Background: an optimization exercise with open tools, aiming at small area, a short achievable clock period and few clock cycles per item. Do not read the settings as production practice.
At most, simulation tests tie the RTL to the original design; equivalence was not proved.
Only the layout flow was run in run 1; the RTL was not checked for function there.
Power is estimated from default activity; no workload was simulated.

$ cat design/flow/run.sh
#!/bin/bash
# synth_recipe.tcl (not shown) runs the flow's synth.tcl, then flattens the netlist and writes it again
# the make line also repeats each setting of config.mk as NAME=value (left out here)
make -C /OpenROAD-flow-scripts/flow DESIGN_CONFIG=/design/flow/config.mk WORK_HOME=/design/flow/orfs CLKGATE_MAP_FILE= SYNTH_SCRIPT=/design/flow/synth_recipe.tcl finish
$ cat design/flow/config.mk
export PLATFORM = sky130hd
export DESIGN_NAME = angle_to_cursor_calibrated_mapper_top
export DESIGN_NICKNAME = angle_to_cursor_calibrated_mapper_top
export VERILOG_FILES = /design/flow/design.v
export SDC_FILE = /design/flow/constraint.sdc
export NUM_CORES = 4
export LEC_CHECK = 0
export ABC_AREA = 1
export CAP_MARGIN = 20
export CORE_MARGIN = 2
export CORE_UTILIZATION = 40
export SETUP_SLACK_MARGIN = 4.3
export SLEW_MARGIN = 20
export SYNTH_HIERARCHICAL = 1
$ cat design/flow/constraint.sdc
create_clock -name core_clock -period 7.5 [get_ports {clock}]
set_input_delay 1.5000 -clock core_clock [delete_from_list [all_inputs] [get_ports {clock}]]
set_output_delay 1.5000 -clock core_clock [all_outputs]
set_load 0.01 [all_outputs]
$ cat design/flow/design.v
`timescale 1ns / 1ps
package acm_pkg;
   localparam int SPAN_X_RESET = 1820;
   localparam int SPAN_Y_RESET = 980;
   localparam int MARGIN_RESET = 50;
   function automatic logic [24:0] div_step(input logic [24:0] w, input logic [8:0] d);
      logic [9:0] x, y, g, p, gg, pp, g2, p2, c, t;
      logic ge;
      x = w[24:15];
      y = ~{1'b0, d};
      g = x & y;
      p = x ^ y;
      gg = g;
      pp = p;
      for (int s = 1; s < 10; s = s * 2) begin
         g2 = gg;
         p2 = pp;
         for (int i = 0; i < 10; i++) begin
            if (i >= s) begin
               g2[i] = gg[i] | (pp[i] & gg[i-s]);
               p2[i] = pp[i] & pp[i-s];
            end
         end
         gg = g2;
         pp = p2;
      end
      c[0] = 1'b1;
      for (int i = 1; i < 10; i++) c[i] = gg[i-1] | pp[i-1];
      ge = gg[9] | pp[9];
      t  = p ^ c;
      if (ge) div_step = {t[8:0], w[14:0], 1'b1};
      else    div_step = {x[8:0], w[14:0], 1'b0};
   endfunction
   function automatic logic [45:0] csa(input logic [22:0] x, input logic [22:0] y,
                                       input logic [22:0] z);
      logic [22:0] s, c;
      s = x ^ y ^ z;
      c = ((x & y) | (x & z) | (y & z)) << 1;
      csa = {s, c};
   endfunction
   function automatic logic [45:0] mul_cs(input logic [13:0] span, input logic [8:0] mag);
      logic [22:0] r0, r1, r2, r3, r4, r5, r6, r7, r8;
      logic [22:0] a0, a1, a2, a3, a4, a5, b0, b1, b2, b3, c0, c1;
      r0 = mag[0] ? (23'(span) << 0) : 23'd0;
      r1 = mag[1] ? (23'(span) << 1) : 23'd0;
      r2 = mag[2] ? (23'(span) << 2) : 23'd0;
      r3 = mag[3] ? (23'(span) << 3) : 23'd0;
      r4 = mag[4] ? (23'(span) << 4) : 23'd0;
      r5 = mag[5] ? (23'(span) << 5) : 23'd0;
      r6 = mag[6] ? (23'(span) << 6) : 23'd0;
      r7 = mag[7] ? (23'(span) << 7) : 23'd0;
      r8 = mag[8] ? (23'(span) << 8) : 23'd0;
      {a0, a1} = csa(r0, r1, r2);
      {a2, a3} = csa(r3, r4, r5);
      {a4, a5} = csa(r6, r7, r8);
      {b0, b1} = csa(a0, a1, a2);
      {b2, b3} = csa(a3, a4, a5);
      {c0, c1} = csa(b0, b1, b2);
      mul_cs = csa(c0, c1, b3);
   endfunction
   function automatic logic [8:0] half_turn(input logic [8:0] v);
      if (v < 9'd180) half_turn = v + 9'd180;
      else            half_turn = v - 9'd180;
   endfunction
endpackage
`timescale 1ns / 1ps
module acm_front (
   input  logic        clock,
   input  logic        reset,
   input  logic        adv,
   input  logic        req_valid,
   input  logic [23:0] req_data,
   input  logic [2:0]  req_kind,
   output logic        o_v,
   output logic        o_pv,
   output logic        o_sx,
   output logic        o_sy,
   output logic [1:0]  o_la,
   output logic [1:0]  o_ra,
   output logic [8:0]  o_dx,
   output logic [8:0]  o_dy,
   output logic [8:0]  o_ex,
   output logic [8:0]  o_ey
);
   logic       v0_ff;
   logic       st0_ff, isa0_ff, isb0_ff, ism0_ff;    
   logic [8:0] y0_ff, p0_ff;
   logic       lb0_ff, rb0_ff;
   logic signed [10:0] lo0_ff, hi0_ff, lo1_ff, hi1_ff;
   logic signed [10:0] yq;
   logic               ylo;
   assign yq  = $signed({2'b00, req_data[8:0]});
   assign ylo = (req_data[8:0] < 9'd180);
   always_ff @(posedge clock) begin
      if (reset) v0_ff <= 1'b0;
      else if (adv) v0_ff <= req_valid;
      if (adv) begin
         lo0_ff <= yq - 11'sd181;
         hi0_ff <= yq + 11'sd181;
         lo1_ff <= ylo ? yq - 11'sd1 : yq - 11'sd361;
         hi1_ff <= ylo ? yq + 11'sd361 : yq + 11'sd1;
         st0_ff  <= (req_kind == 3'd0);
         isa0_ff <= (req_kind == 3'd1);
         isb0_ff <= (req_kind == 3'd2);
         ism0_ff <= (req_kind == 3'd3);
         y0_ff  <= req_data[8:0];
         p0_ff  <= req_data[17:9];
         lb0_ff <= req_data[18];
         rb0_ff <= req_data[19];
      end
   end
   logic [8:0] a_ff, b_ff, ap_ff, bp_ff;
   logic       ka_ff, kb_ff, sh_ff, pl_ff, pr_ff;
   logic       v1_ff, isa1_ff, isb1_ff, ism1_ff;
   logic [8:0] t1_ff, p1_ff;
   logic [1:0] la1_ff, ra1_ff;
   logic is_a, is_b, is_m, upd;
   logic [8:0] t, a_n, b_n;
   logic wrap;
   always_comb begin
      is_a = isa0_ff;
      is_b = isb0_ff;
      is_m = ism0_ff;
      upd  = adv && v0_ff;
   end
   acm_rec u_rec (
      .y      (y0_ff),
      .lo0    (lo0_ff),
      .hi0    (hi0_ff),
      .lo1    (lo1_ff),
      .hi1    (hi1_ff),
      .a      (a_ff),
      .b      (b_ff),
      .sh     (sh_ff),
      .is_a   (is_a),
      .is_b   (is_b),
      .ka     (ka_ff),
      .kb     (kb_ff),
      .t      (t),
      .a_n    (a_n),
      .b_n    (b_n),
      .wrap   (wrap)
   );
   always_ff @(posedge clock) begin
      if (reset) begin
         ka_ff <= 1'b0;
         kb_ff <= 1'b0;
         sh_ff <= 1'b0;
         pl_ff <= 1'b0;
         pr_ff <= 1'b0;
         v1_ff <= 1'b0;
      end else if (adv) begin
         v1_ff <= v0_ff;
         if (v0_ff) begin
            if (st0_ff) begin
               ka_ff <= 1'b0;
               kb_ff <= 1'b0;
               sh_ff <= 1'b0;
            end
            if (is_a) ka_ff <= 1'b1;
            if (is_b) kb_ff <= 1'b1;
            if (is_a || is_b) sh_ff <= wrap;
            if (is_m) begin
               pl_ff <= lb0_ff;
               pr_ff <= rb0_ff;
            end
         end
      end
      if (upd && (is_a || is_b)) begin
         a_ff <= a_n;
         b_ff <= b_n;
      end
      if (upd && is_a) ap_ff <= p0_ff;
      if (upd && is_b) bp_ff <= p0_ff;
      if (adv) begin
         isa1_ff <= is_a;
         isb1_ff <= is_b;
         ism1_ff <= is_m;
         t1_ff   <= t;
         p1_ff   <= p0_ff;
         la1_ff  <= is_m ? {!lb0_ff && pl_ff, lb0_ff && !pl_ff} : 2'd0;
         ra1_ff  <= is_m ? {!rb0_ff && pr_ff, rb0_ff && !pr_ff} : 2'd0;
      end
   end
   logic       v2_ff, pv2_ff, sx2_ff, sy2_ff;
   logic [1:0] la2_ff, ra2_ff;
   logic [8:0] dx2_ff, dy2_ff, ex2_ff, ey2_ff;
   logic       pv, sx, sy;
   logic [8:0] adx, ady, aex, aey;
   acm_delta u_delta (
      .a     (a_ff),
      .b     (b_ff),
      .ap    (ap_ff),
      .bp    (bp_ff),
      .t     (t1_ff),
      .p     (p1_ff),
      .is_a  (isa1_ff),
      .is_b  (isb1_ff),
      .calc  (isa1_ff || isb1_ff || ism1_ff),
      .known (ka_ff && kb_ff),
      .pv    (pv),
      .sx    (sx),
      .sy    (sy),
      .adx   (adx),
      .ady   (ady),
      .aex   (aex),
      .aey   (aey)
   );
   always_ff @(posedge clock) begin
      if (reset) v2_ff <= 1'b0;
      else if (adv) v2_ff <= v1_ff;
      if (adv) begin
         pv2_ff <= pv;
         sx2_ff <= sx;
         sy2_ff <= sy;
         la2_ff <= la1_ff;
         ra2_ff <= ra1_ff;
         dx2_ff <= adx;
         dy2_ff <= ady;
         ex2_ff <= aex;
         ey2_ff <= aey;
      end
   end
   assign o_v  = v2_ff;
   assign o_pv = pv2_ff;
   assign o_sx = sx2_ff;
   assign o_sy = sy2_ff;
   assign o_la = la2_ff;
   assign o_ra = ra2_ff;
   assign o_dx = dx2_ff;
   assign o_dy = dy2_ff;
   assign o_ex = ex2_ff;
   assign o_ey = ey2_ff;
endmodule
module acm_rec (
   input  logic [8:0]         y,
   input  logic signed [10:0] lo0,
   input  logic signed [10:0] hi0,
   input  logic signed [10:0] lo1,
   input  logic signed [10:0] hi1,
   input  logic [8:0]         a,
   input  logic [8:0]         b,
   input  logic               sh,
   input  logic               is_a,
   input  logic               is_b,
   input  logic               ka,
   input  logic               kb,
   output logic [8:0]         t,        
   output logic [8:0]         a_n,      
   output logic [8:0]         b_n,
   output logic               wrap
);
   logic [8:0] hy, hhy, ht, ha, hb;
   logic signed [10:0] as, bs;
   logic far_a, far_b;
   always_comb begin
      hy    = acm_pkg::half_turn(y);
      hhy   = (y >= 9'd360) ? y - 9'd360 : y;
      t     = sh ? hy : y;
      ht    = sh ? hhy : hy;
      ha    = acm_pkg::half_turn(a);
      hb    = acm_pkg::half_turn(b);
      as    = $signed({2'b00, a});
      bs    = $signed({2'b00, b});
      far_a = sh ? ((lo1 >= as) || (hi1 <= as)) : ((lo0 >= as) || (hi0 <= as));
      far_b = sh ? ((lo1 >= bs) || (hi1 <= bs)) : ((lo0 >= bs) || (hi0 <= bs));
      wrap  = is_a ? (far_b && kb) : (far_a && ka);
      if (is_a) begin
         a_n = wrap ? ht : t;
         b_n = wrap ? hb : b;
      end else begin
         a_n = wrap ? ha : a;
         b_n = wrap ? ht : t;
      end
   end
endmodule
module acm_delta (
   input  logic [8:0] a,
   input  logic [8:0] b,
   input  logic [8:0] ap,
   input  logic [8:0] bp,
   input  logic [8:0] t,
   input  logic [8:0] p,
   input  logic       is_a,
   input  logic       is_b,
   input  logic       calc,
   input  logic       known,
   output logic       pv,
   output logic       sx,
   output logic       sy,
   output logic [8:0] adx,
   output logic [8:0] ady,
   output logic [8:0] aex,
   output logic [8:0] aey
);
   logic [9:0] ex_p, ex_n, dx_p, dx_n, ey_p, ey_n, dy_p, dy_n;
   logic exneg, eyneg, dxneg, dyneg;
   always_comb begin
      ex_p = {1'b0, b} - {1'b0, a};
      ex_n = {1'b0, a} - {1'b0, b};
      dx_p = {1'b0, t} - {1'b0, a};
      dx_n = {1'b0, a} - {1'b0, t};
      ey_p = {bp[8], bp} - {ap[8], ap};
      ey_n = {ap[8], ap} - {bp[8], bp};
      dy_p = {p[8], p} - {ap[8], ap};
      dy_n = {ap[8], ap} - {p[8], p};
      exneg = ex_p[9];
      eyneg = ey_p[9];
      aex = exneg ? ex_n[8:0] : ex_p[8:0];
      aey = eyneg ? ey_n[8:0] : ey_p[8:0];
      if (is_a) begin
         dxneg = 1'b0;
         adx   = 9'd0;
      end else if (is_b) begin
         dxneg = exneg;
         adx   = aex;
      end else begin
         dxneg = dx_p[9];
         adx   = dx_p[9] ? dx_n[8:0] : dx_p[8:0];
      end
      dyneg = dy_p[9];
      ady   = dy_p[9] ? dy_n[8:0] : dy_p[8:0];
      pv = calc && known && (ex_p != 10'd0) && (ey_p != 10'd0);
      sx = dxneg ^ exneg;
      sy = dyneg ^ eyneg;
   end
endmodule
`timescale 1ns / 1ps
module acm_queue (
   input  logic        clock,
   input  logic        reset,
   input  logic        push,
   input  logic [36:0] push_rsp,
   input  logic        rsp_ready,
   output logic        rsp_valid,
   output logic [36:0] rsp,
   output logic        adv
);
   logic        hv_ff, sv_ff, adv_ff;
   logic [36:0] head_ff, skid_ff;
   logic        pop, load_head;
   logic [1:0]  cnt_next;
   assign pop       = hv_ff && rsp_ready;
   assign load_head = pop || !hv_ff;
   assign cnt_next  = 2'(hv_ff) + 2'(sv_ff) + 2'(push) - 2'(pop);
   always_ff @(posedge clock) begin
      if (reset) begin
         hv_ff  <= 1'b0;
         sv_ff  <= 1'b0;
         adv_ff <= 1'b1;
      end else begin
         hv_ff  <= load_head ? (sv_ff || push) : 1'b1;
         sv_ff  <= load_head ? (sv_ff && push) : (sv_ff || push);
         adv_ff <= (cnt_next <= 2'd1);
      end
      if (load_head) head_ff <= sv_ff ? skid_ff : push_rsp;
      if (push && (sv_ff || !load_head)) skid_ff <= push_rsp;
   end
   assign rsp_valid = hv_ff;
   assign rsp       = head_ff;
   assign adv       = adv_ff;
endmodule
`timescale 1ns / 1ps
module acm_back (
   input  logic        clock,
   input  logic        reset,
   input  logic        adv,
   input  logic        i_v,
   input  logic        i_pv,
   input  logic        i_sx,
   input  logic        i_sy,
   input  logic [1:0]  i_la,
   input  logic [1:0]  i_ra,
   input  logic [8:0]  i_dx,
   input  logic [8:0]  i_dy,
   input  logic [8:0]  i_ex,
   input  logic [8:0]  i_ey,
   input  logic [13:0] span_x,
   input  logic [13:0] span_y,
   input  logic [11:0] margin_x,
   input  logic [11:0] margin_y,
   output logic        o_v,
   output logic [36:0] o_rsp       
);
   localparam int NST = 8;
   logic        vc_ff, pvc_ff, sxc_ff, syc_ff;
   logic [1:0]  lac_ff, rac_ff;
   logic [22:0] sxs_ff, sxc2_ff, sys_ff, syc2_ff;
   logic [8:0]  exc_ff, eyc_ff;
   logic [45:0] mx_cs, my_cs;
   acm_mul u_mul_x (.span(span_x), .mag(i_dx), .cs(mx_cs));
   acm_mul u_mul_y (.span(span_y), .mag(i_dy), .cs(my_cs));
   always_ff @(posedge clock) begin
      if (reset) vc_ff <= 1'b0;
      else if (adv) vc_ff <= i_v;
      if (adv) begin
         pvc_ff <= i_pv;
         sxc_ff <= i_sx;
         syc_ff <= i_sy;
         lac_ff <= i_la;
         rac_ff <= i_ra;
         {sxs_ff, sxc2_ff} <= mx_cs;
         {sys_ff, syc2_ff} <= my_cs;
         exc_ff <= i_ex;
         eyc_ff <= i_ey;
      end
   end
   logic        vm_ff, pvm_ff, sxm_ff, sym_ff;
   logic [1:0]  lam_ff, ram_ff;
   logic [22:0] nxm_ff, nym_ff;
   logic [8:0]  exm_ff, eym_ff;
   logic [22:0] nx, ny;
   logic [8:0]  ex0, ey0;
   acm_cpa u_cpa_x (.s(sxs_ff), .c(sxc2_ff), .e(exc_ff), .n(nx), .e_out(ex0));
   acm_cpa u_cpa_y (.s(sys_ff), .c(syc2_ff), .e(eyc_ff), .n(ny), .e_out(ey0));
   always_ff @(posedge clock) begin
      if (reset) vm_ff <= 1'b0;
      else if (adv) vm_ff <= vc_ff;
      if (adv) begin
         pvm_ff <= pvc_ff;
         sxm_ff <= sxc_ff;
         sym_ff <= syc_ff;
         lam_ff <= lac_ff;
         ram_ff <= rac_ff;
         nxm_ff <= nx;
         nym_ff <= ny;
         exm_ff <= ex0;
         eym_ff <= ey0;
      end
   end
   logic        v_ff  [NST];
   logic        pv_ff [NST];
   logic        sx_ff [NST];
   logic        sy_ff [NST];
   logic [1:0]  la_ff [NST];
   logic [1:0]  ra_ff [NST];
   logic [24:0] wx_ff [NST];
   logic [24:0] wy_ff [NST];
   logic [8:0]  ex_ff [NST];
   logic [8:0]  ey_ff [NST];
   logic [24:0] wx_n [NST];
   logic [24:0] wy_n [NST];
   acm_div2 u_div_x0 (.w({2'b00, nxm_ff}), .d(exm_ff), .w_out(wx_n[0]));
   acm_div2 u_div_y0 (.w({2'b00, nym_ff}), .d(eym_ff), .w_out(wy_n[0]));
   always_ff @(posedge clock) begin
      if (reset) v_ff[0] <= 1'b0;
      else if (adv) v_ff[0] <= vm_ff;
      if (adv) begin
         pv_ff[0] <= pvm_ff;
         sx_ff[0] <= sxm_ff;
         sy_ff[0] <= sym_ff;
         la_ff[0] <= lam_ff;
         ra_ff[0] <= ram_ff;
         wx_ff[0] <= wx_n[0];
         wy_ff[0] <= wy_n[0];
         ex_ff[0] <= exm_ff;
         ey_ff[0] <= eym_ff;
      end
   end
   for (genvar s = 1; s < NST; s++) begin : g_div
      acm_div2 u_div_x (.w(wx_ff[s-1]), .d(ex_ff[s-1]), .w_out(wx_n[s]));
      acm_div2 u_div_y (.w(wy_ff[s-1]), .d(ey_ff[s-1]), .w_out(wy_n[s]));
      always_ff @(posedge clock) begin
         if (reset) v_ff[s] <= 1'b0;
         else if (adv) v_ff[s] <= v_ff[s-1];
         if (adv) begin
            pv_ff[s] <= pv_ff[s-1];
            sx_ff[s] <= sx_ff[s-1];
            sy_ff[s] <= sy_ff[s-1];
            la_ff[s] <= la_ff[s-1];
            ra_ff[s] <= ra_ff[s-1];
            wx_ff[s] <= wx_n[s];
            wy_ff[s] <= wy_n[s];
            ex_ff[s] <= ex_ff[s-1];
            ey_ff[s] <= ey_ff[s-1];
         end
      end
   end
   logic pv_l;
   logic [15:0] px, py;
   acm_place u_place_x (.q(wx_ff[NST-1][15:0]), .neg(sx_ff[NST-1]), .m(margin_x), .p(px));
   acm_place u_place_y (.q(wy_ff[NST-1][15:0]), .neg(sy_ff[NST-1]), .m(margin_y), .p(py));
   assign pv_l = pv_ff[NST-1];
   assign o_v  = v_ff[NST-1];
   assign o_rsp = {pv_l, ra_ff[NST-1], la_ff[NST-1], pv_l ? py : 16'd0, pv_l ? px : 16'd0};
endmodule
module acm_mul (
   input  logic [13:0] span,
   input  logic [8:0]  mag,
   output logic [45:0] cs
);
   assign cs = acm_pkg::mul_cs(span, mag);
endmodule
module acm_cpa (
   input  logic [22:0] s,
   input  logic [22:0] c,
   input  logic [8:0]  e,
   output logic [22:0] n,
   output logic [8:0]  e_out
);
   assign n     = s + c;
   assign e_out = ({2'b00, n[22:16]} >= e) ? 9'd0 : e;
endmodule
module acm_div2 (
   input  logic [24:0] w,
   input  logic [8:0]  d,
   output logic [24:0] w_out
);
   assign w_out = acm_pkg::div_step(acm_pkg::div_step(w, d), d);
endmodule
module acm_place (
   input  logic [15:0] q,
   input  logic        neg,
   input  logic [11:0] m,
   output logic [15:0] p
);
   logic [17:0] s;
   always_comb begin
      if (!neg) begin
         s = {2'b00, q} + {6'd0, m};
         p = (s > 18'd32767) ? 16'h7fff : s[15:0];
      end else begin
         s = {6'd0, m} - {2'b00, q};
         p = ($signed(s) < -18'sd32768) ? 16'h8000 : s[15:0];
      end
   end
endmodule
`timescale 1ns / 1ps
module angle_to_cursor_calibrated_mapper_top (
   input  logic        clock,
   input  logic        reset,
   input  logic        req_tvalid,
   output logic        req_tready,
   input  logic [23:0] req_tdata,    
   input  logic [2:0]  req_tuser,    
   output logic        rsp_tvalid,
   input  logic        rsp_tready,
   output logic [39:0] rsp_tdata,    
   output logic [0:0]  rsp_tuser,    
   input  logic        csr_we,
   input  logic [1:0]  csr_index,
   input  logic [13:0] csr_wdata
);
   logic [13:0] span_x_ff, span_y_ff;
   logic [11:0] margin_x_ff, margin_y_ff;
   always_ff @(posedge clock) begin
      if (reset) begin
         span_x_ff   <= 14'(acm_pkg::SPAN_X_RESET);
         span_y_ff   <= 14'(acm_pkg::SPAN_Y_RESET);
         margin_x_ff <= 12'(acm_pkg::MARGIN_RESET);
         margin_y_ff <= 12'(acm_pkg::MARGIN_RESET);
      end else if (csr_we) begin
         case (csr_index)
            2'd0: span_x_ff   <= csr_wdata;
            2'd1: span_y_ff   <= csr_wdata;
            2'd2: margin_x_ff <= csr_wdata[11:0];
            default: margin_y_ff <= csr_wdata[11:0];
         endcase
      end
   end
   logic        adv;
   logic        f_v, f_pv, f_sx, f_sy;
   logic [1:0]  f_la, f_ra;
   logic [8:0]  f_dx, f_dy, f_ex, f_ey;
   logic        b_v;
   logic [36:0] b_rsp, q_rsp;
   acm_front u_front (
      .clock     (clock),
      .reset     (reset),
      .adv       (adv),
      .req_valid (req_tvalid),
      .req_data  (req_tdata),
      .req_kind  (req_tuser),
      .o_v       (f_v),
      .o_pv      (f_pv),
      .o_sx      (f_sx),
      .o_sy      (f_sy),
      .o_la      (f_la),
      .o_ra      (f_ra),
      .o_dx      (f_dx),
      .o_dy      (f_dy),
      .o_ex      (f_ex),
      .o_ey      (f_ey)
   );
   acm_back u_back (
      .clock    (clock),
      .reset    (reset),
      .adv      (adv),
      .i_v      (f_v),
      .i_pv     (f_pv),
      .i_sx     (f_sx),
      .i_sy     (f_sy),
      .i_la     (f_la),
      .i_ra     (f_ra),
      .i_dx     (f_dx),
      .i_dy     (f_dy),
      .i_ex     (f_ex),
      .i_ey     (f_ey),
      .span_x   (span_x_ff),
      .span_y   (span_y_ff),
      .margin_x (margin_x_ff),
      .margin_y (margin_y_ff),
      .o_v      (b_v),
      .o_rsp    (b_rsp)
   );
   acm_queue u_queue (
      .clock     (clock),
      .reset     (reset),
      .push      (adv && b_v),
      .push_rsp  (b_rsp),
      .rsp_ready (rsp_tready),
      .rsp_valid (rsp_tvalid),
      .rsp       (q_rsp),
      .adv       (adv)
   );
   assign req_tready = adv;
   assign rsp_tdata  = {4'b0000, q_rsp[35:0]};
   assign rsp_tuser  = q_rsp[36];
endmodule
==> implementation parameters, run 1 <==
Parameter                              Value

Yosys
  Average instance area after synthesis ... 8.279 um^2
  Count of warnings emitted by yosys ... 37
  Mapped Area ... about 80000 um^2
  Post-Synthesis Cells ... around 9600

STA
  Hold_ws ... 0.3816 ns
  Final Setup Violations ... 0
  Final worst-path cycle share ... between 40% and 50%
  Setup repair after global routing missed its margin ... true
  Period minus WS final ... around 3.2 ns
  Worst max-slew margin expressed relative to the limit ... 25.91%
  Hold Fails Final Rpt ... 0
  Slew at the pin closest to its max-slew limit ... 1.111 ns
  Maximum clock frequency ... 0.3083 GHz
  Worst Skew ... ~0.055 ns
  Total negative setup slack ... 0 ns
  Final Slew Violations ... 0

Die
  Die Wd ... between 400 and 500 um
  Placeable core region ... 197000 um^2
  I/O Pins ... 91
  Number of rows in the core area ... 163
  Die Area ... 201400 um^2
  DIE HEIGHT ... ~450 um
  Initial core utilization ... 40.17%

Critical path
  Max incr delay on CP ... 0.47 ns
  Buf/Inv on CP ... 2
  Largest driver fanout on the critical path ... 7
  Dominant delay contributor by cell family on the critical path ... simple AND/OR/NAND/NOR gates
  Worst Setup Path Type ... reg -> reg
  CP Data Arrival Time ... 3.74 ns
  Endpoint required time on the critical path ... 8.00 ns
  R2r setup slk ... 4.26 ns
  Critical Path Slowest Stage Cell ... edfxtp_1
  Cell Chain, Critical Path ... ha_4 -> nand2_4 -> nor2_4 -> nand3_4 -> nand4_4 -> buf_6 -> nor2_4 -> nor2_4 -> ha_4 -> nand2_4 -> inv_2 -> nand2_1 -> nand2_1 -> nand2_2 -> nand3_4 -> a21oi_4 -> nand3_4 -> nand2_2 -> nand2_2
  Type of element launching the critical path ... flip-flop
  Critical Path End Type ... flip-flop

CTS
  Clk pin slew, worst setup/hold paths ... 0.06 ns
  Clock latency at the later pin of the worst-skew pair ... 0.79 ns
  Number of sinks driven by the clock tree ... 1062
  Worst-case clock buffer depth ... 3
  Number of hold-repair buffers added at the cts stage ... 0
  Number of buffers added by the clock tree synthesis step ... ~120
  Buffer type at the clock tree root ... clkbuf_16
  Clock tree from TritonCTS ... done
  # H-tree levels ... 3

Power
  Fraction of power consumed by combinational cells ... 63.6%
  Static leakage power ... 46.46 nW
  Switching power summed over all nets ... ~0.020 W
  Maximum vdd drop ... 0.2784 mV
  Clk pwr share ... 13.6%
  Switching share of power ... 45.33%
  Pwr dens ... around 460 nW/um^2
  Internal power ... 0.02385 W
  Sequential group share of total power ... between 20 and 25%

Detailed routing
  Number of iterations in the first detailed-routing pass ... 6
  Routed Antenna Nets ... 0
  Iteration-0 DRC Markers ... 3771
  Number of vias per cell after detailed routing ... 4.886
  Vias post-DR ... 61990
  Post-route DRC violation count ... 0
  Average routed wire per standard cell ... 15.39 um
  Final routed wirelength across all metal layers ... slightly below 200 mm

Finish
  Ratio of cells with drive above 1 in the final layout ... about a fifth
  Final non-filler cell total ... 12690
  Fill cell total of the finished layout ... 18530
  Sequential cell area ... 31180 um^2
  Layout net count ... 10800
  Most frequent standard cell in the layout excluding fill and tap cells ... nand2_1
  P&R area growth vs syn ... 19.74%
  Combined area of the multi-input logic cells ... 44540 um^2
  Commonest non-fill, non-tap cells in the layout ... nand2_1, inv_1, edfxtp_1, nand3_1, buf_4

Place
  Number of buffers inserted by port buffering ... 82
  Placer Congestion ... 0.8912
  Placed cell count ... 11920
  Final HPWL from detailed placement ... 139.0 mm

Min path
  Class of the tightest hold or removal check ... reg -> reg

Global route
  Vias in the first global route ... 60160
  First-pass GRT wire length ... 308.9 mm
  Total global routing track utilization ... 18.50%
  Pin count of the biggest net entering global routing ... 183
  Number of antenna violations at the first check in global routing ... 3
  Residual overflow from global routing ... 0

Run
  Max-cap violations ... 0

Status
  Outcome ... timing/DRC/antenna clean
[flip-flops by register name, summed over array words and instances, names as in the netlist, 10 cells and up]
signal / flops
u_back.syc2_ff: 23
u_back.la_ff: 16
u_back.ex_ff: 63
u_front.lo0_ff: 10
u_back.wy_ff: 191
u_back.wx_ff: 191
span_y_ff: 14
u_back.ra_ff: 16
u_back.sys_ff: 23
u_back.sxc2_ff: 23
u_back.nxm_ff: 23
margin_x_ff: 12
u_back.sxs_ff: 23
u_back.ey_ff: 63
u_queue.skid_ff: 37
u_back.nym_ff: 23
span_x_ff: 14
margin_y_ff: 12
u_queue.head_ff: 37
[power by group through the flow]
stage	sequential [W]	combinational [W]	clock (W)
3_5_place_dp	0.0100	0.0203	0
2_1_floorplan	0.00949	0.0172	0
6_report	0.00996	0.0277	0.00593
5_1_grt	0.0101	0.0309	0.00631
3_3_place_gp	0.00998	0.0200	0
4_1_cts	0.00997	0.0231	0.00611
[worst register-to-register path, delay by kind of cell, from the launching register on]
family / cells / cell delay [ns]
simple gates: 14 / 1.53
flops: 1 / 0.47
compound gates: 1 / 0.25
fa+ha+maj: 2 / 0.58
buf+inv: 2 / 0.17
[metrics by stage]
stage	area [um^2]	setup slack, ns	total power [W]	utilization (%)
5_1_grt	94750	4.151	0.04729	48.09
3_5_place_dp	80430	2.904	0.03034	40.83
3_3_place_gp	80430	2.936	0.02997	40.83
2_1_floorplan	79240	-0.8208	0.02673	-
4_1_cts	89200	4.272	0.03916	45.28
6_report	94750	4.256	0.04362	48.09
[worst paths after layout]
check | start | depth (start not counted) | end
min | u_back.ra_ff[0][0]$_DFFE_PP_ | 0 | u_back.ra_ff[1][0]$_DFFE_PP_
min reg2reg | u_back.ra_ff[0][0]$_DFFE_PP_ | 0 | u_back.ra_ff[1][0]$_DFFE_PP_
max | u_back.wy_ff[0][21]$_DFFE_PP_ | 19 | u_back.wy_ff[1][23]$_DFFE_PP_
max reg2reg | u_back.wy_ff[0][21]$_DFFE_PP_ | 19 | u_back.wy_ff[1][23]$_DFFE_PP_
[repair_timing]
item	4_1_cts	5_1_grt
gates resized for setup	516	755
gates cloned	27	1
setup buffers	184	332
endpoints found under the setup margin	259	225
pin swaps	123	393
[final cells by class]
type	instances	area share, %
Tap cell	2640	3.486
Sequential cell	1062	32.91
Clock inverter	69	0.9006
Multi-Input combinational cell	6407	47.00
Clock buffer	149	3.313
Antenna cell	2	0.005282
Timing Repair Buffer	618	5.451
Inverter	1740	6.931
[routing by layer]
metal	vias to the layer above	routed length, um	part of all wire, %	GRT usage [%]
li1	31060	-	-	-
met1	29330	87560	45	24.28
met2	1250	94810	49	31.86
met3	348	6496	3.3	1.932
met4	0	6328	3.2	6.029
met5	-	0	0	0
==> run 2, diff against run 1 <==
--- a/design/flow/design.v
+++ b/design/flow/design.v
@@ -441,6 +441,6 @@
    logic [24:0] wx_n [NST];
    logic [24:0] wy_n [NST];
-   acm_div2 u_div_x0 (.w({2'b00, nxm_ff}), .d(exm_ff), .w_out(wx_n[0]));
-   acm_div2 u_div_y0 (.w({2'b00, nym_ff}), .d(eym_ff), .w_out(wy_n[0]));
+   acm_div4 u_div_x0 (.w({2'b00, nxm_ff}), .d(exm_ff), .w_out(wx_n[0]));
+   acm_div4 u_div_y0 (.w({2'b00, nym_ff}), .d(eym_ff), .w_out(wy_n[0]));
    always_ff @(posedge clock) begin
       if (reset) v_ff[0] <= 1'b0;
@@ -459,6 +459,6 @@
    end
    for (genvar s = 1; s < NST; s++) begin : g_div
-      acm_div2 u_div_x (.w(wx_ff[s-1]), .d(ex_ff[s-1]), .w_out(wx_n[s]));
-      acm_div2 u_div_y (.w(wy_ff[s-1]), .d(ey_ff[s-1]), .w_out(wy_n[s]));
+      acm_div4 u_div_x (.w(wx_ff[s-1]), .d(ex_ff[s-1]), .w_out(wx_n[s]));
+      acm_div4 u_div_y (.w(wy_ff[s-1]), .d(ey_ff[s-1]), .w_out(wy_n[s]));
       always_ff @(posedge clock) begin
          if (reset) v_ff[s] <= 1'b0;
@@ -502,10 +502,27 @@
    assign e_out = ({2'b00, n[22:16]} >= e) ? 9'd0 : e;
 endmodule
-module acm_div2 (
+module acm_div4 (
    input  logic [24:0] w,
    input  logic [8:0]  d,
    output logic [24:0] w_out
 );
-   assign w_out = acm_pkg::div_step(acm_pkg::div_step(w, d), d);
+   logic [11:0] x, nd1, nd2, cs_s, cs_c, u1, u2, u3;
+   logic [8:0]  r;
+   logic [1:0]  q;
+   always_comb begin
+      x    = {1'b0, w[24:14]};
+      nd1  = ~{3'b000, d};
+      nd2  = ~{2'b00, d, 1'b0};
+      cs_s = x ^ nd1 ^ nd2;
+      cs_c = {(x[10:0] & nd1[10:0]) | (x[10:0] & nd2[10:0]) | (nd1[10:0] & nd2[10:0]), 1'b0};
+      u1   = x + nd1 + 12'd1;
+      u2   = x + nd2 + 12'd1;
+      u3   = cs_s + cs_c + 12'd2;
+      if (!u3[11])      begin q = 2'd3; r = u3[8:0]; end
+      else if (!u2[11]) begin q = 2'd2; r = u2[8:0]; end
+      else if (!u1[11]) begin q = 2'd1; r = u1[8:0]; end
+      else              begin q = 2'd0; r = x[8:0];  end
+      w_out = {r, w[13:0], q};
+   end
 endmodule
 module acm_place (
--- a/design/flow/config.mk
+++ b/design/flow/config.mk
@@ -6,9 +6,8 @@
 export NUM_CORES = 4
 export LEC_CHECK = 0
-export ABC_AREA = 1
 export CAP_MARGIN = 20
 export CORE_MARGIN = 2
 export CORE_UTILIZATION = 40
-export SETUP_SLACK_MARGIN = 4.3
+export SETUP_SLACK_MARGIN = 4.5
 export SLEW_MARGIN = 20
 export SYNTH_HIERARCHICAL = 1
==> run 2 against run 1 <==
  * Still clean
  * Clock power shrank 3%
  * Via count is 7.7% lower
  * Die area increased by 4.6%
  * Non-clock buffer count rose by 35
  * Clock skew down 0.0030 ns
  * Critical path depth shrank 5
  * Critical endpoint is now u_queue.head_ff[17]$_DFFE_PN_
  * Largest cell class unchanged
  * Largest power group unchanged
==> implementation parameters, run 2 <==
Parameter                              Value

STA
  Worst max-slew margin expressed relative to the limit ... 33.07% (was 25.91%)
  Maximum clock frequency ... 0.2777 GHz (was 0.3083 GHz)
  Final Setup Violations ... 0 (unchanged)
  Hold Fails Final Rpt ... 0 (unchanged)
  Slew at the pin closest to its max-slew limit ... 1.001 ns (was 1.111 ns)
  Setup slack after layout ... 3.899 ns (was 4.256 ns)
  Setup repair after global routing missed its margin ... true (unchanged)
  Total negative setup slack ... 0 ns (unchanged)
  Period minus WS final ... 3.601 ns (was 3.244 ns)
  Final Slew Violations ... 0 (unchanged)
  Worst Skew ... 0.05211 ns (was 0.05513 ns)
  Final worst-path cycle share ... 48.02% (was 43.25%)

Place
  Placer Congestion ... 0.8756 (was 0.8912)
  Post-placement setup slack ... 2.871 ns (was 2.904 ns)
  Number of buffers inserted by port buffering ... 82 (unchanged)
  Area of placed instances ... 84620 um^2 (was 80430 um^2)
  Final HPWL from detailed placement ... 135.9 mm (was 139.0 mm)

CTS
  Clock latency at the later pin of the worst-skew pair ... 0.76 ns (was 0.79 ns)
  Clock tree from TritonCTS ... done (unchanged)
  Number of hold-repair buffers added at the cts stage ... 0 (unchanged)
  Number of sinks driven by the clock tree ... 1062 (unchanged)
  Worst-case clock buffer depth ... 3 (unchanged)
  Buffer type at the clock tree root ... clkbuf_16 (unchanged)
  Clk pin slew, worst setup/hold paths ... 0.07 ns (was 0.06 ns)
  # H-tree levels ... 3 (unchanged)
  Number of buffers added by the clock tree synthesis step ... 115 (was 116)

Power
  Static leakage power ... 41.95 nW (was 46.46 nW)
  Internal power ... 0.02778 W (was 0.02385 W)
  Maximum vdd drop ... 0.4758 mV (was 0.2784 mV)
  Sequential group share of total power ... 20.8% (was 22.8%)
  Pwr dens ... 474.0 nW/um^2 (was 460.4 nW/um^2)
  Fraction of power consumed by combinational cells ... 67.0% (was 63.6%)
  Switching share of power ... 41.56% (was 45.33%)
  Clk pwr share ... 12.1% (was 13.6%)
  Switching power summed over all nets ... 0.01975 W (was 0.01978 W)

Detailed routing
  Iteration-0 DRC Markers ... 3396 (was 3771)
  Vias post-DR ... 57220 (was 61990)
  Post-route DRC violation count ... 0 (unchanged)
  Number of vias per cell after detailed routing ... 5.310 (was 4.886)
  Number of iterations in the first detailed-routing pass ... 6 (unchanged)
  Average routed wire per standard cell ... 18.01 um (was 15.39 um)
  Routed Antenna Nets ... 0 (unchanged)
  Final routed wirelength across all metal layers ... 194.1 mm (was 195.2 mm)

Finish
  Commonest non-fill, non-tap cells in the layout ... edfxtp_1, inv_1, ha_1, buf_4, nand2_1 (was nand2_1, inv_1, edfxtp_1, nand3_1, buf_4)
  Most frequent standard cell in the layout excluding fill and tap cells ... edfxtp_1 (was nand2_1)
  Final instance area ... 100300 um^2 (was 94750 um^2)
  Layout net count ... 9306 (was 10800)
  Ratio of cells with drive above 1 in the final layout ... 25.56% (was 20.76%)
  P&R area growth vs syn ... 21.12% (was 19.74%)
  Largest registers ... u_back.wx_ff (191), u_back.wy_ff (191) (unchanged)

Global route
  First-pass GRT wire length ... 310.2 mm (was 308.9 mm)
  Residual overflow from global routing ... 0 (unchanged)
  Vias in the first global route ... 58400 (was 60160)
  GR Layer Usage met1 ... 23.51% (was 24.28%)
  Most used routing layer ... met2 (unchanged)
  Number of antenna violations at the first check in global routing ... 4 (was 3)
  Total global routing track utilization ... 17.94% (was 18.50%)
  Met3 track utilization from global routing ... 1.924% (was 1.932%)
  Pin count of the biggest net entering global routing ... 168 (was 183)
  Met2 layer usage reported by global route ... 31.22% (was 31.86%)

Critical path
  Endpoint required time on the critical path ... 8.01 ns (was 8.00 ns)
  Largest driver fanout on the critical path ... 9 (was 7)
  Type of element launching the critical path ... flip-flop (unchanged)
  Critical Path End Type ... flip-flop (unchanged)
  CP Data Arrival Time ... 4.11 ns (was 3.74 ns)
  Worst Setup Path Type ... reg -> reg (unchanged)

Run
  Max-cap violations ... 0 (unchanged)

Die
  Die Wd ... 458.9 um (was 448.8 um)
  DIE HEIGHT ... 458.9 um (was 448.8 um)
  Die Area ... 210600 um^2 (was 201400 um^2)
  Placeable core region ... 205200 um^2 (was 197000 um^2)
  Number of rows in the core area ... 166 (was 163)
  I/O Pins ... 91 (unchanged)
  Initial core utilization ... 40.34% (was 40.17%)

Yosys
  Count of warnings emitted by yosys ... 37 (unchanged)
  Average instance area after synthesis ... 10.93 um^2 (was 8.279 um^2)
  Post-Synthesis Cells ... 7576 (was 9558)
  Mapped Area ... 82780 um^2 (was 79130 um^2)

Status
  Outcome ... timing/DRC/antenna clean (unchanged)

Min path
  Class of the tightest hold or removal check ... reg -> reg (unchanged)
-- run 2: layout make-up --
| cell class | count | area (um^2) |
|---|---|---|
| clock buffers | 143 | 3109 |
| clock inverters | 71 | 747.0 |
| fillers | 17990 | 104900 |
| multi-input cells | 5189 | 52110 |
| inverters | 968 | 3646 |
| flip-flops and latches | 1062 | 31220 |
| repair buffers | 653 | 6081 |
| well taps | 2688 | 3363 |
| diodes | 1 | 2.502 |
-- run 2: routing by layer --
metal | up-vias | share of wire [%]
met5 | - | 0
met4 | 0 | 2.8
met3 | 297 | 3.2
met2 | 995 | 50
met1 | 28190 | 44
li1 | 27730 | -
-- run 2: metrics by stage --
step / std cells / util, % / total power (W) / hold slack (ns)
after floorplan: 7613 / - / 0.02734 / 0.4003
final: 10780 / 48.86 / 0.04753 / 0.3942
after global placement: 9991 / 41.23 / 0.03068 / 0.4007
after CTS: 10620 / 47.38 / 0.04482 / 0.3980
after detailed placement: 9991 / 41.23 / 0.03120 / 0.4045
after global routing: 10770 / 48.86 / 0.05103 / 0.4118
-- run 2: final timing paths --
path | slack, ns | endpoint | depth (start not counted) | startpoint
setup / recovery | 3.90 | u_queue.head_ff[17]$_DFFE_PN_ | 14 | u_back.wy_ff[7][4]$_DFFE_PP_
hold / removal | 0.39 | u_back.pv_ff[3]$_DFFE_PP_ | 0 | u_back.pv_ff[2]$_DFFE_PP_
setup reg to reg | 3.90 | u_queue.head_ff[17]$_DFFE_PN_ | 14 | u_back.wy_ff[7][4]$_DFFE_PP_
hold reg to reg | 0.39 | u_back.pv_ff[3]$_DFFE_PP_ | 0 | u_back.pv_ff[2]$_DFFE_PP_
-- run 2: worst max-delay path, stage by stage, from the launching register on --
cell	delay (ns)
edfxtp_1	0.36
inv_1	0.05
ha_2	0.42
nor2_1	0.10
a211o_1	0.36
a2111oi_4	0.34
buf_4	0.19
o311ai_4	0.12
a2111o_1	0.38
buf_4	0.16
buf_4	0.13
a21boi_4	0.18
o22ai_2	0.10
and2_4	0.21
mux2_2	0.26
-- run 2: what timing repair did --
item | CTS | global route
gates resized for setup | 972 | 429
endpoints found under the setup margin | 592 | 411
cloned | 24 | 5
setup buffers | 390 | 150
pin swaps | 496 | 357
-- run 2: power by group through the flow --
stage          Sequential [W]  Combinational, W  Clock [W]
2_1_floorplan         0.00958            0.0178          0
3_3_place_gp           0.0102            0.0205          0
3_5_place_dp           0.0102            0.0210          0
4_1_cts               0.00992            0.0290    0.00594
5_1_grt                0.0101            0.0348    0.00617
6_report              0.00990            0.0319    0.00577
Testbench counts of run 2, summed over its fixed seeds: cycles 2,512, items 2,400.
==> run 3, diff against run 2 <==
--- a/design/flow/config.mk
+++ b/design/flow/config.mk
@@ -9,5 +9,5 @@
 export CORE_MARGIN = 2
 export CORE_UTILIZATION = 40
-export SETUP_SLACK_MARGIN = 4.5
+export SETUP_SLACK_MARGIN = 5
 export SLEW_MARGIN = 20
 export SYNTH_HIERARCHICAL = 1
==> run 3 against run 2 <==
  * Still clean
  * Count of clock-buffer cells in the layout is the same
  * Synthesized cell count unchanged
  * Critical path depth unchanged
  * Non-clock buffer count increased by 93
  * Combinational power hardly changed
  * Critical path type unchanged
  * Largest cell class unchanged
==> implementation parameters, run 3 <==
Parameter                              Value

CTS
  Clock tree from TritonCTS ... done (unchanged)
  Worst-case clock buffer depth ... 3 (unchanged)
  Clk pin slew, worst setup/hold paths ... 0.06 ns (was 0.07 ns)
  Clock latency at the later pin of the worst-skew pair ... 0.76 ns (about the same)
  Number of hold-repair buffers added at the cts stage ... 0 (unchanged)
  # H-tree levels ... 3 (unchanged)
  Number of buffers added by the clock tree synthesis step ... 115 (unchanged)
  Buffer type at the clock tree root ... clkbuf_16 (unchanged)
  Number of sinks driven by the clock tree ... 1062 (unchanged)

Finish
  Ratio of cells with drive above 1 in the final layout ... 28.86% (was 25.56%)
  Layout net count ... 9401 (was 9306)
  Commonest non-fill, non-tap cells in the layout ... edfxtp_1, inv_1, ha_1, buf_4, nand2_1 (unchanged)
  Most frequent standard cell in the layout excluding fill and tap cells ... edfxtp_1 (unchanged)
  Final instance area ... 102200 um^2 (was 100300 um^2)
  P&R area growth vs syn ... 23.47% (was 21.12%)
  Largest registers ... u_back.wx_ff (191), u_back.wy_ff (191) (unchanged)

Place
  Area of placed instances ... 84620 um^2 (unchanged)
  Placer Congestion ... 0.8756 (unchanged)
  Final HPWL from detailed placement ... 135.9 mm (unchanged)
  Post-placement setup slack ... 2.871 ns (unchanged)
  Number of buffers inserted by port buffering ... 82 (unchanged)

Detailed routing
  Average routed wire per standard cell ... 18.19 um (was 18.01 um)
  Routed metal-1 wire length ... 87.12 mm (was 85.69 mm)
  Number of vias per cell after detailed routing ... 5.315 (was 5.310)
  Number of iterations in the first detailed-routing pass ... 5 (was 6)
  Final routed wirelength across all metal layers ... 197.8 mm (was 194.1 mm)
  Max Used Layer ... met5 (was met4)
  Vias post-DR ... 57770 (was 57220)
  Metal2 WL ... 98.69 mm (was 96.66 mm)
  Iteration-0 DRC Markers ... 3554 (was 3396)
  Post-route DRC violation count ... 0 (unchanged)
  Routed length on met3 ... 6.115 mm (was 6.252 mm)
  Routed Antenna Nets ... 0 (unchanged)

Global route
  Total global routing track utilization ... 18.12% (was 17.94%)
  Vias in the first global route ... 58960 (was 58400)
  First-pass GRT wire length ... 313.2 mm (was 310.2 mm)
  Pin count of the biggest net entering global routing ... 168 (unchanged)
  Number of antenna violations at the first check in global routing ... 4 (unchanged)
  Residual overflow from global routing ... 0 (unchanged)

Critical path
  Max incr delay on CP ... 0.42 ns (about the same)
  Critical Path Slowest Stage Cell ... ha_2 (unchanged)
  Endpoint required time on the critical path ... 8.01 ns (about the same)
  Worst Setup Path Type ... reg -> reg (unchanged)
  Largest driver fanout on the critical path ... 9 (unchanged)
  Type of element launching the critical path ... flip-flop (unchanged)
  Most frequent cell on the critical path ... buf_4 (unchanged)
  Cell Chain, Critical Path ... inv_1 -> ha_2 -> nor2_1 -> a211o_1 -> a2111oi_4 -> buf_4 -> o311ai_4 -> a2111o_1 -> buf_4 -> buf_4 -> a21boi_4 -> o22ai_2 -> and2_4 -> mux2_2 (unchanged)
  Critical Path End Type ... flip-flop (unchanged)
  CP Data Arrival Time ... 4.12 ns (was 4.11 ns)

Yosys
  Mapped Area ... 82780 um^2 (unchanged)
  Count of warnings emitted by yosys ... 37 (unchanged)
  Post-Synthesis Cells ... 7576 (unchanged)
  Average instance area after synthesis ... 10.93 um^2 (unchanged)

Die
  DIE HEIGHT ... 458.9 um (unchanged)
  Die Area ... 210600 um^2 (unchanged)
  Number of rows in the core area ... 166 (unchanged)
  I/O Pins ... 91 (unchanged)
  Placeable core region ... 205200 um^2 (unchanged)
  Die Wd ... 458.9 um (unchanged)
  Initial core utilization ... 40.34% (unchanged)

STA
  Maximum clock frequency ... 0.2774 GHz (was 0.2777 GHz)
  Final worst-path cycle share ... 48.06% (was 48.02%)
  Period minus WS final ... 3.604 ns (was 3.601 ns)
  Final Slew Violations ... 0 (unchanged)
  Worst max-slew margin expressed relative to the limit ... 33.64% (was 33.07%)
  Slew at the pin closest to its max-slew limit ... 0.9953 ns (was 1.001 ns)
  Hold Fails Final Rpt ... 0 (unchanged)
  Setup slack after layout ... 3.896 ns (was 3.899 ns)
  Setup repair after global routing missed its margin ... true (unchanged)
  Final Setup Violations ... 0 (unchanged)
  Worst Skew ... 0.05014 ns (was 0.05211 ns)

Min path
  Class of the tightest hold or removal check ... reg -> reg (unchanged)

Power
  Pwr dens ... 468.7 nW/um^2 (was 474.0 nW/um^2)
  Maximum vdd drop ... 0.4772 mV (was 0.4758 mV)
  Static leakage power ... 42.61 nW (was 41.95 nW)
  Post-route total power ... 0.04790 W (was 0.04753 W)

Run
  Max-cap violations ... 0 (unchanged)

Status
  Outcome ... timing/DRC/antenna clean (unchanged)
run 3: repair_timing:
item                                    in CTS  in global routing
gates resized for setup                   1260                533
pin swaps                                  572                442
gates cloned                                26                  4
buffers inserted                           436                198
endpoints found under the setup margin     661                564
run 3: worst max-delay path: cells and delay by family, from the launching register on:
family,cells,cell delay (ns)
buffers and inverters,4,0.53
AOI/OAI and AO/OA,6,1.48
and+or+nand+nor,2,0.31
adders and majority gates,1,0.42
DFF,1,0.35
muxes,1,0.26
run 3: path summary, 6_finish.rpt:
path | start | end | slack (ns) | cells past startpoint
hold reg to reg | u_back.wx_ff[3][1]$_DFFE_PP_ | u_back.wx_ff[4][3]$_DFFE_PP_ | 0.41 | 0
setup / recovery | u_back.wy_ff[7][4]$_DFFE_PP_ | u_queue.head_ff[17]$_DFFE_PN_ | 3.90 | 14
hold / removal | u_back.wx_ff[3][1]$_DFFE_PP_ | u_back.wx_ff[4][3]$_DFFE_PP_ | 0.41 | 0
setup reg to reg | u_back.wy_ff[7][4]$_DFFE_PP_ | u_queue.head_ff[17]$_DFFE_PN_ | 3.90 | 14
run 3: per-layer routing:
metal	vias up	track usage, %
met2	946	31.51
met5	-	0
met1	28590	23.62
li1	27930	-
met4	2	5.476
met3	310	2.013
run 3: metrics by stage:
step           cells  setup TNS, ns  utilization, %  hold WS, ns
2_1_floorplan   7613         -13.62               -       0.4003
3_3_place_gp    9991              0           41.23       0.4007
3_5_place_dp    9991              0           41.23       0.4045
4_1_cts        10670              0           47.91       0.3980
5_1_grt        10870              0           49.81       0.4162
6_report       10870              0           49.81       0.4052
run 3: where the power goes:
part	switching, W	internal [W]	leakage [nW]
sequential	0.00110	0.00879	11.1
clock	0.00250	0.00328	1.86
combinational	0.0163	0.0159	29.7
run 3: area by class of cell:
class / count / area [um^2]
clock buffers: 143 / 3109
multi-input cells: 5191 / 53210
fillers: 17800 / 103000
inverters: 968 / 3661
flip-flops and latches: 1062 / 31220
diodes: 1 / 2.502
repair buffers: 746 / 6899
clock inverters: 71 / 747.0
well taps: 2688 / 3363
==> run 4, diff against run 3 <==
--- a/design/flow/config.mk
+++ b/design/flow/config.mk
@@ -9,5 +9,5 @@
 export CORE_MARGIN = 2
 export CORE_UTILIZATION = 40
-export SETUP_SLACK_MARGIN = 5
+export SETUP_SLACK_MARGIN = 3.5
 export SLEW_MARGIN = 20
 export SYNTH_HIERARCHICAL = 1
==> run 4 against run 3 <==
  * Still clean
  * Clock power decreased by 3%
  * Maximum frequency is 7.0% lower
  * Non-clock buffer count decreased by 634
  * Wire length shrank 12%
  * Worst hold slack lost 0.033 ns
  * Critical path depth shrank 2
  * Synthesized cell count unchanged
  * Sequential share of layout area grew 4.7 points
  * Critical path type unchanged
==> implementation parameters, run 4 <==
Parameter                              Value

Global route
  First-pass GRT wire length ... 282.9 mm (was 313.2 mm)
  Vias in the first global route ... 54550 (was 58960)
  Total global routing track utilization ... 16.18% (was 18.12%)
  Pin count of the biggest net entering global routing ... 191 (was 168)
  Number of antenna violations at the first check in global routing ... 3 (was 4)
  Residual overflow from global routing ... 0 (unchanged)

Critical path
  Buf/Inv on CP ... 1 (was 4)
  Critical Path Slowest Stage Cell ... a2111oi_0 (was ha_2)
  Critical Path End Type ... flip-flop (unchanged)
  Max incr delay on CP ... 0.59 ns (was 0.42 ns)
  Largest driver fanout on the critical path ... 12 (was 9)
  Cell Chain, Critical Path ... inv_1 -> ha_1 -> a2111oi_0 -> a211oi_1 -> o21ai_1 -> a21oi_1 -> o21ai_1 -> nor2_2 -> a2111oi_4 -> a41oi_2 -> and2_1 -> mux2_2 (was inv_1 -> ha_2 -> nor2_1 -> a211o_1 -> a2111oi_4 -> buf_4 -> o311ai_4 -> a2111o_1 -> buf_4 -> buf_4 -> a21boi_4 -> o22ai_2 -> and2_4 -> mux2_2)
  Worst Setup Path Type ... reg -> reg (unchanged)
  Most frequent cell on the critical path ... o21ai_1 (was buf_4)
  Type of element launching the critical path ... flip-flop (unchanged)
  Endpoint required time on the critical path ... 8.00 ns (was 8.01 ns)
  CP Data Arrival Time ... 4.37 ns (was 4.12 ns)
  Dominant delay contributor by cell family on the critical path ... compound AO/OA/AOI/OAI gates (unchanged)

Detailed routing
  Post-route DRC violation count ... 0 (unchanged)
  Average routed wire per standard cell ... 16.96 um (was 18.19 um)
  Final routed wirelength across all metal layers ... 173.1 mm (was 197.8 mm)
  Vias post-DR ... 54060 (was 57770)
  Number of vias per cell after detailed routing ... 5.296 (was 5.315)
  Routed Antenna Nets ... 0 (unchanged)
  Number of iterations in the first detailed-routing pass ... 7 (was 5)
  Iteration-0 DRC Markers ... 3164 (was 3554)

Power
  Clk pwr share ... 15.2% (was 12.1%)
  Internal power ... 0.02134 W (was 0.02799 W)
  Static leakage power ... 38.22 nW (was 42.61 nW)
  Sequential group share of total power ... 27.5% (was 20.6%)
  Switching power summed over all nets ... 0.01528 W (was 0.01992 W)
  Fraction of power consumed by combinational cells ... 57.3% (was 67.3%)
  Switching share of power ... 41.73% (was 41.58%)
  Maximum vdd drop ... 0.3807 mV (was 0.4772 mV)
  Pwr dens ... 414.1 nW/um^2 (was 468.7 nW/um^2)

STA
  Final worst-path cycle share ... 51.65% (was 48.06%)
  Hold_ws ... 0.3727 ns (was 0.4052 ns)
  Final Setup Violations ... 0 (unchanged)
  Worst max-slew margin expressed relative to the limit ... 28.84% (was 33.64%)
  Period minus WS final ... 3.874 ns (was 3.604 ns)
  Final Slew Violations ... 0 (unchanged)
  Worst Skew ... 0.06253 ns (was 0.05014 ns)
  Maximum clock frequency ... 0.2582 GHz (was 0.2774 GHz)
  Setup repair after global routing missed its margin ... true (unchanged)
  Slew at the pin closest to its max-slew limit ... 1.067 ns (was 0.9953 ns)
  Hold Fails Final Rpt ... 0 (unchanged)

Die
  Number of rows in the core area ... 166 (unchanged)
  Die Area ... 210600 um^2 (unchanged)
  DIE HEIGHT ... 458.9 um (unchanged)
  I/O Pins ... 91 (unchanged)
  Initial core utilization ... 40.34% (unchanged)
  Placeable core region ... 205200 um^2 (unchanged)
  Die Wd ... 458.9 um (unchanged)

Place
  Area of placed instances ... 84430 um^2 (was 84620 um^2)
  Number of buffers inserted by port buffering ... 82 (unchanged)
  Placer Congestion ... 0.8826 (was 0.8756)
  Final HPWL from detailed placement ... 133.7 mm (was 135.9 mm)

Finish
  Largest registers ... u_back.wx_ff (191), u_back.wy_ff (191) (unchanged)
  P&R area growth vs syn ... 6.847% (was 23.47%)
  Most frequent standard cell in the layout excluding fill and tap cells ... edfxtp_1 (unchanged)
  Layout net count ... 8745 (was 9401)
  Commonest non-fill, non-tap cells in the layout ... edfxtp_1, inv_1, ha_1, nand2_1, a21oi_1 (was edfxtp_1, inv_1, ha_1, buf_4, nand2_1)
  Ratio of cells with drive above 1 in the final layout ... 7.847% (was 28.86%)
  Final instance area ... 88450 um^2 (was 102200 um^2)

CTS
  Clock tree from TritonCTS ... done (unchanged)
  Clock latency at the later pin of the worst-skew pair ... 0.76 ns (about the same)
  Number of sinks driven by the clock tree ... 1062 (unchanged)
  Number of buffers added by the clock tree synthesis step ... 110 (was 115)
  # H-tree levels ... 3 (unchanged)
  Clk pin slew, worst setup/hold paths ... 0.07 ns (was 0.06 ns)
  Worst-case clock buffer depth ... 3 (unchanged)
  Buffer type at the clock tree root ... clkbuf_16 (unchanged)
  Number of hold-repair buffers added at the cts stage ... 0 (unchanged)

Yosys
  Post-Synthesis Cells ... 7576 (unchanged)
  Mapped Area ... 82780 um^2 (unchanged)
  Average instance area after synthesis ... 10.93 um^2 (unchanged)
  Count of warnings emitted by yosys ... 37 (unchanged)

Status
  Outcome ... timing/DRC/antenna clean (unchanged)

Run
  Max-cap violations ... 0 (unchanged)

Min path
  Class of the tightest hold or removal check ... reg -> reg (unchanged)
run 4: area by class of cell:
type	count	area, um^2
clock inverter	69	803.3
antenna	1	2.502
multi-input combinational	5174	45450
clock buffer	134	2927
timing repair buffer	112	1101
sequential	1062	31170
tap	2688	3363
fill	19170	116800
inverter	968	3633
run 4: metrics by stage:
stage | cells | setup TNS (ns) | utilization (%) | power, W | setup slack (ns)
6_report | 10210 | 0 | 43.10 | 0.03663 | 3.626
5_1_grt | 10210 | 0 | 43.10 | 0.04005 | 3.453
4_1_cts | 10190 | 0 | 42.99 | 0.03697 | 3.355
3_5_place_dp | 9984 | 0 | 41.14 | 0.03110 | 2.928
3_3_place_gp | 9984 | 0 | 41.14 | 0.03058 | 2.964
2_1_floorplan | 7613 | -13.62 | - | 0.02729 | -0.3198
run 4: what timing repair did:
| item | 4_1_cts | 5_1_grt |
|---|---|---|
| resized for setup | 6 | 17 |
| hold endpoints to repair | 0 | 0 |
| pin swaps | 1 | 7 |
| gates cloned | 1 | 1 |
| setup endpoints to repair | 28 | 34 |
| setup buffers | 3 | 14 |
run 4: per-layer routing:
| metal | wire length (um) | vias up | global-route usage, % |
|---|---|---|---|
| li1 | - | 26570 | - |
| met1 | 80010 | 26380 | 21.81 |
| met2 | 83830 | 874 | 27.68 |
| met3 | 5601 | 241 | 1.964 |
| met4 | 3643 | 2 | 3.785 |
| met5 | 7 | - | 0 |
run 4: worst paths after layout:
kind / from / depth (start not counted) / slack (ns) / end
worst max-delay path: u_back.wx_ff[7][6]$_DFFE_PP_ / 12 / 3.63 / u_queue.head_ff[7]$_DFFE_PN_
worst min-delay path: u_back.wx_ff[1][12]$_DFFE_PP_ / 0 / 0.37 / u_back.wx_ff[2][14]$_DFFE_PP_
worst min register to register: u_back.wx_ff[1][12]$_DFFE_PP_ / 0 / 0.37 / u_back.wx_ff[2][14]$_DFFE_PP_
worst max register to register: u_back.wx_ff[7][6]$_DFFE_PP_ / 12 / 3.63 / u_queue.head_ff[7]$_DFFE_PN_
run 4: power by group through the flow:
| stage | registers, W | logic [W] | clock network, W |
|---|---|---|---|
| 2_1_floorplan | 0.00958 | 0.0177 | 0 |
| 3_3_place_gp | 0.0102 | 0.0204 | 0 |
| 3_5_place_dp | 0.0102 | 0.0209 | 0 |
| 4_1_cts | 0.0101 | 0.0211 | 0.00577 |
| 5_1_grt | 0.0102 | 0.0238 | 0.00600 |
| 6_report | 0.0101 | 0.0210 | 0.00558 |
==> run 5, diff against run 4 <==
--- a/design/flow/config.mk
+++ b/design/flow/config.mk
@@ -9,5 +9,5 @@
 export CORE_MARGIN = 2
 export CORE_UTILIZATION = 40
-export SETUP_SLACK_MARGIN = 3.5
+export SETUP_SLACK_MARGIN = 4.2
 export SLEW_MARGIN = 20
 export SYNTH_HIERARCHICAL = 1
==> run 5 against run 4 <==
  * Global-route usage grew 0.49 points
  * Via count grew 3.8%
  * First-iteration DRC count grew 2.9%
  * Synthesized cell count is the same
  * Die area is the same
  * Clock skew shrank 0.019 ns
  * Sequential share of layout area shrank 2.4 points
  * Power grew 14%
  * Non-clock buffer count grew 372
  * Count of clock-buffer cells in the layout is the same
  * Critical endpoint is now u_queue.head_ff[6]$_DFFE_PN_
  * Largest cell class unchanged
  * Largest power group unchanged
==> implementation parameters, run 5 <==
Parameter                              Value

Power
  Post-route total power ... 0.04178 W (was 0.03663 W)
  Static leakage power ... 40.31 nW (was 38.22 nW)
  Pwr dens ... 440.4 nW/um^2 (was 414.1 nW/um^2)
  Maximum vdd drop ... 0.2710 mV (was 0.3807 mV)

Finish
  Largest registers ... u_back.wx_ff (191), u_back.wy_ff (191) (unchanged)
  Commonest non-fill, non-tap cells in the layout ... edfxtp_1, inv_1, ha_1, nand2_1, buf_4 (was edfxtp_1, inv_1, ha_1, nand2_1, a21oi_1)
  P&R area growth vs syn ... 14.60% (was 6.847%)
  Final instance area ... 94870 um^2 (was 88450 um^2)
  Most frequent standard cell in the layout excluding fill and tap cells ... edfxtp_1 (unchanged)
  Ratio of cells with drive above 1 in the final layout ... 16.96% (was 7.847%)
  Layout net count ... 9127 (was 8745)

Global route
  First-pass GRT wire length ... 291.3 mm (was 282.9 mm)
  Pin count of the biggest net entering global routing ... 176 (was 191)
  Vias in the first global route ... 55860 (was 54550)
  Number of antenna violations at the first check in global routing ... 1 (was 3)
  Residual overflow from global routing ... 0 (unchanged)
  Total global routing track utilization ... 16.68% (was 16.18%)

STA
  Hold Fails Final Rpt ... 0 (unchanged)
  Slew at the pin closest to its max-slew limit ... 1.038 ns (was 1.067 ns)
  Final worst-path cycle share ... 47.36% (was 51.65%)
  Worst Skew ... 0.04318 ns (was 0.06253 ns)
  Total negative setup slack ... 0 ns (unchanged)
  Final Setup Violations ... 0 (unchanged)
  Setup slack after layout ... 3.948 ns (was 3.626 ns)
  Final Slew Violations ... 0 (unchanged)
  Setup repair after global routing missed its margin ... true (unchanged)
  Worst max-slew margin expressed relative to the limit ... 30.81% (was 28.84%)
  Maximum clock frequency ... 0.2815 GHz (was 0.2582 GHz)
  Period minus WS final ... 3.552 ns (was 3.874 ns)

Place
  Placer Congestion ... 0.8838 (was 0.8826)
  Final HPWL from detailed placement ... 133.7 mm (about the same)
  Number of buffers inserted by port buffering ... 82 (unchanged)
  Area of placed instances ... 84530 um^2 (was 84430 um^2)
  Post-placement setup slack ... 2.977 ns (was 2.928 ns)

Detailed routing
  Average routed wire per standard cell ... 17.22 um (was 16.96 um)
  Routed Antenna Nets ... 0 (unchanged)
  Number of iterations in the first detailed-routing pass ... 6 (was 7)
  Final routed wirelength across all metal layers ... 182.4 mm (was 173.1 mm)
  Vias post-DR ... 56140 (was 54060)
  Number of vias per cell after detailed routing ... 5.301 (was 5.296)
  Post-route DRC violation count ... 0 (unchanged)
  Iteration-0 DRC Markers ... 3257 (was 3164)

Die
  Initial core utilization ... 40.34% (unchanged)
  Die Wd ... 458.9 um (unchanged)
  Die Area ... 210600 um^2 (unchanged)
  Number of rows in the core area ... 166 (unchanged)
  DIE HEIGHT ... 458.9 um (unchanged)
  I/O Pins ... 91 (unchanged)
  Placeable core region ... 205200 um^2 (unchanged)

Critical path
  Endpoint required time on the critical path ... 7.98 ns (was 8.00 ns)
  CP Data Arrival Time ... 4.03 ns (was 4.37 ns)
  R2r setup slk ... 3.95 ns (was 3.63 ns)
  Worst Setup Path Type ... reg -> reg (unchanged)
  Type of element launching the critical path ... flip-flop (unchanged)
  Launching point of the worst reg2reg path ... u_back.wx_ff[7][0]$_DFFE_PP_ (was u_back.wx_ff[7][6]$_DFFE_PP_)
  R2r worst-path depth ... 15 (was 12)
  Critical Path End Type ... flip-flop (unchanged)
  Critical R2R Capture ... u_queue.head_ff[6]$_DFFE_PN_ (was u_queue.head_ff[7]$_DFFE_PN_)
  Largest driver fanout on the critical path ... 5 (was 12)

CTS
  Number of hold-repair buffers added at the cts stage ... 0 (unchanged)
  Number of buffers added by the clock tree synthesis step ... 110 (unchanged)
  Number of sinks driven by the clock tree ... 1062 (unchanged)
  Clock tree from TritonCTS ... done (unchanged)
  Worst-case clock buffer depth ... 3 (unchanged)
  Clk pin slew, worst setup/hold paths ... 0.06 ns (was 0.07 ns)
  # H-tree levels ... 3 (unchanged)
  Buffer type at the clock tree root ... clkbuf_16 (unchanged)
  Clock latency at the later pin of the worst-skew pair ... 0.75 ns (was 0.76 ns)

Min path
  End point of the most critical hold path ... u_back.wx_ff[5][4]$_DFFE_PP_ (was u_back.wx_ff[2][14]$_DFFE_PP_)
  Startpoint of the most critical hold path ... u_back.wx_ff[4][2]$_DFFE_PP_ (was u_back.wx_ff[1][12]$_DFFE_PP_)
  Cell depth of the worst min-delay path ... 0 (unchanged)
  Class of the tightest hold or removal check ... reg -> reg (unchanged)

Yosys
  Post-Synthesis Cells ... 7576 (unchanged)
  Count of warnings emitted by yosys ... 37 (unchanged)
  Average instance area after synthesis ... 10.93 um^2 (unchanged)
  Mapped Area ... 82780 um^2 (unchanged)

Status
  Outcome ... timing/DRC/antenna clean (unchanged)

Run
  Max-cap violations ... 0 (unchanged)
-- run 5: cell type report --
cell class,count,area [um^2]
tap,2688,3363
clock buffer,134,2883
timing repair buffer,484,4161
fill,18660,110300
multi-input combinational,5184,48880
sequential,1062,31180
inverter,968,3645
clock inverter,67,753.2
antenna,3,7.507
-- run 5: critical path, cell delays in order (launching register included) --
cell and delay [ns]:
edfxtp_1 0.43, ha_2 0.21, inv_2 0.05, fa_2 0.24, o21bai_4 0.06, a211o_1 0.32
a2111oi_4 0.46, o311ai_4 0.16, a2111o_1 0.35, buf_6 0.14, nand2_4 0.08, buf_6 0.11
buf_6 0.10, nand3_1 0.12, and2_1 0.21, mux2_2 0.27
-- run 5: how the worst max path moves through the flow --
stage                     depth (start not counted)  slack [ns]                             to                         start
after floorplan                                   3       -0.32      u_front.a_ff[0]$_DFFE_PP_     u_queue.adv_ff$_SDFF_PP1_
after global routing                             13        3.83  u_queue.head_ff[13]$_DFFE_PN_  u_back.wx_ff[7][0]$_DFFE_PP_
final                                            15        3.95   u_queue.head_ff[6]$_DFFE_PN_  u_back.wx_ff[7][0]$_DFFE_PP_
after CTS                                        13        3.83   u_queue.head_ff[7]$_DFFE_PN_  u_back.wx_ff[7][0]$_DFFE_PP_
after global placement                            9        2.98    u_front.lo1_ff[9]$_DFFE_PP_                  req_tdata[4]
after detailed placement                          9        2.98    u_front.lo1_ff[9]$_DFFE_PP_                  req_tdata[4]
-- run 5: metrics by stage --
step	utilization, %	hold WS (ns)	instances
6_report	46.23	0.3848	10590
5_1_grt	46.23	0.3998	10590
4_1_cts	44.60	0.3858	10400
3_5_place_dp	41.19	0.4045	9988
3_3_place_gp	41.19	0.4014	9988
2_1_floorplan	-	0.4003	7613
-- run 5: metal layers --
metal	track usage [%]	share of wire, %	vias up
li1	-	-	27380
met1	22.33	46	27560
met5	0	0	-
met2	28.46	49	898
met4	4.499	2.7	0
met3	1.982	3.2	294
-- run 5: repair_timing --
action	CTS	global route
setup buffers	203	181
hold endpoints to repair	0	0
pin swaps	123	208
gates cloned	10	3
resized for setup	246	300
setup endpoints to repair	258	307
-- run 5: power by group --
| group | switching [W] | internal (W) |
|---|---|---|
| clock network | 0.00235 | 0.00319 |
| registers | 0.00114 | 0.00879 |
| logic | 0.0138 | 0.0125 |
| total | 0.0173 | 0.0245 |

-- port drivers added, routing unchanged --
The results above use ideal ports. As a check the final layouts listed here were re-extracted and re-timed, cells and wires unchanged.
Step 1: set_driving_cell puts a clkbuf_16 on clock and a buf_2 on each other input, an assumption about the parent block.
Step 2 times the ports against the registers' clock, not the clock port: input delays grow and output delays shrink by t, the midpoint of the rising clock arrivals with the driver on.
Slacks: no drivers / after step 1 / after step 2; pairs: no drivers / after step 1.
run | shift t [ns] | setup slack, ns | hold WS [ns] | worst slew at a driven data input, ns
run 1 | 0.840 | 4.256 / 4.256 / 3.682 | 0.382 / 0.382 / 0.382 | 0.05
run 2 | 0.818 | 3.899 / 3.899 / 3.721 | 0.394 / 0.394 / 0.394 | 0.07
run 3 | 0.820 | 3.896 / 3.896 / 3.896 | 0.405 / 0.405 / 0.405 | 0.13
run 4 | 0.805 | 3.626 / 3.626 / 2.875 | 0.373 / 0.373 / 0.373 | 0.08
run 5 | 0.807 | 3.948 / 3.948 / 3.617 | 0.385 / 0.385 / 0.385 | 0.09
After both steps setup and hold are still met in every run listed. The setup slack of run 4, which loses most, moves by 0.000 ns with the drivers and by -0.751 ns with both steps.
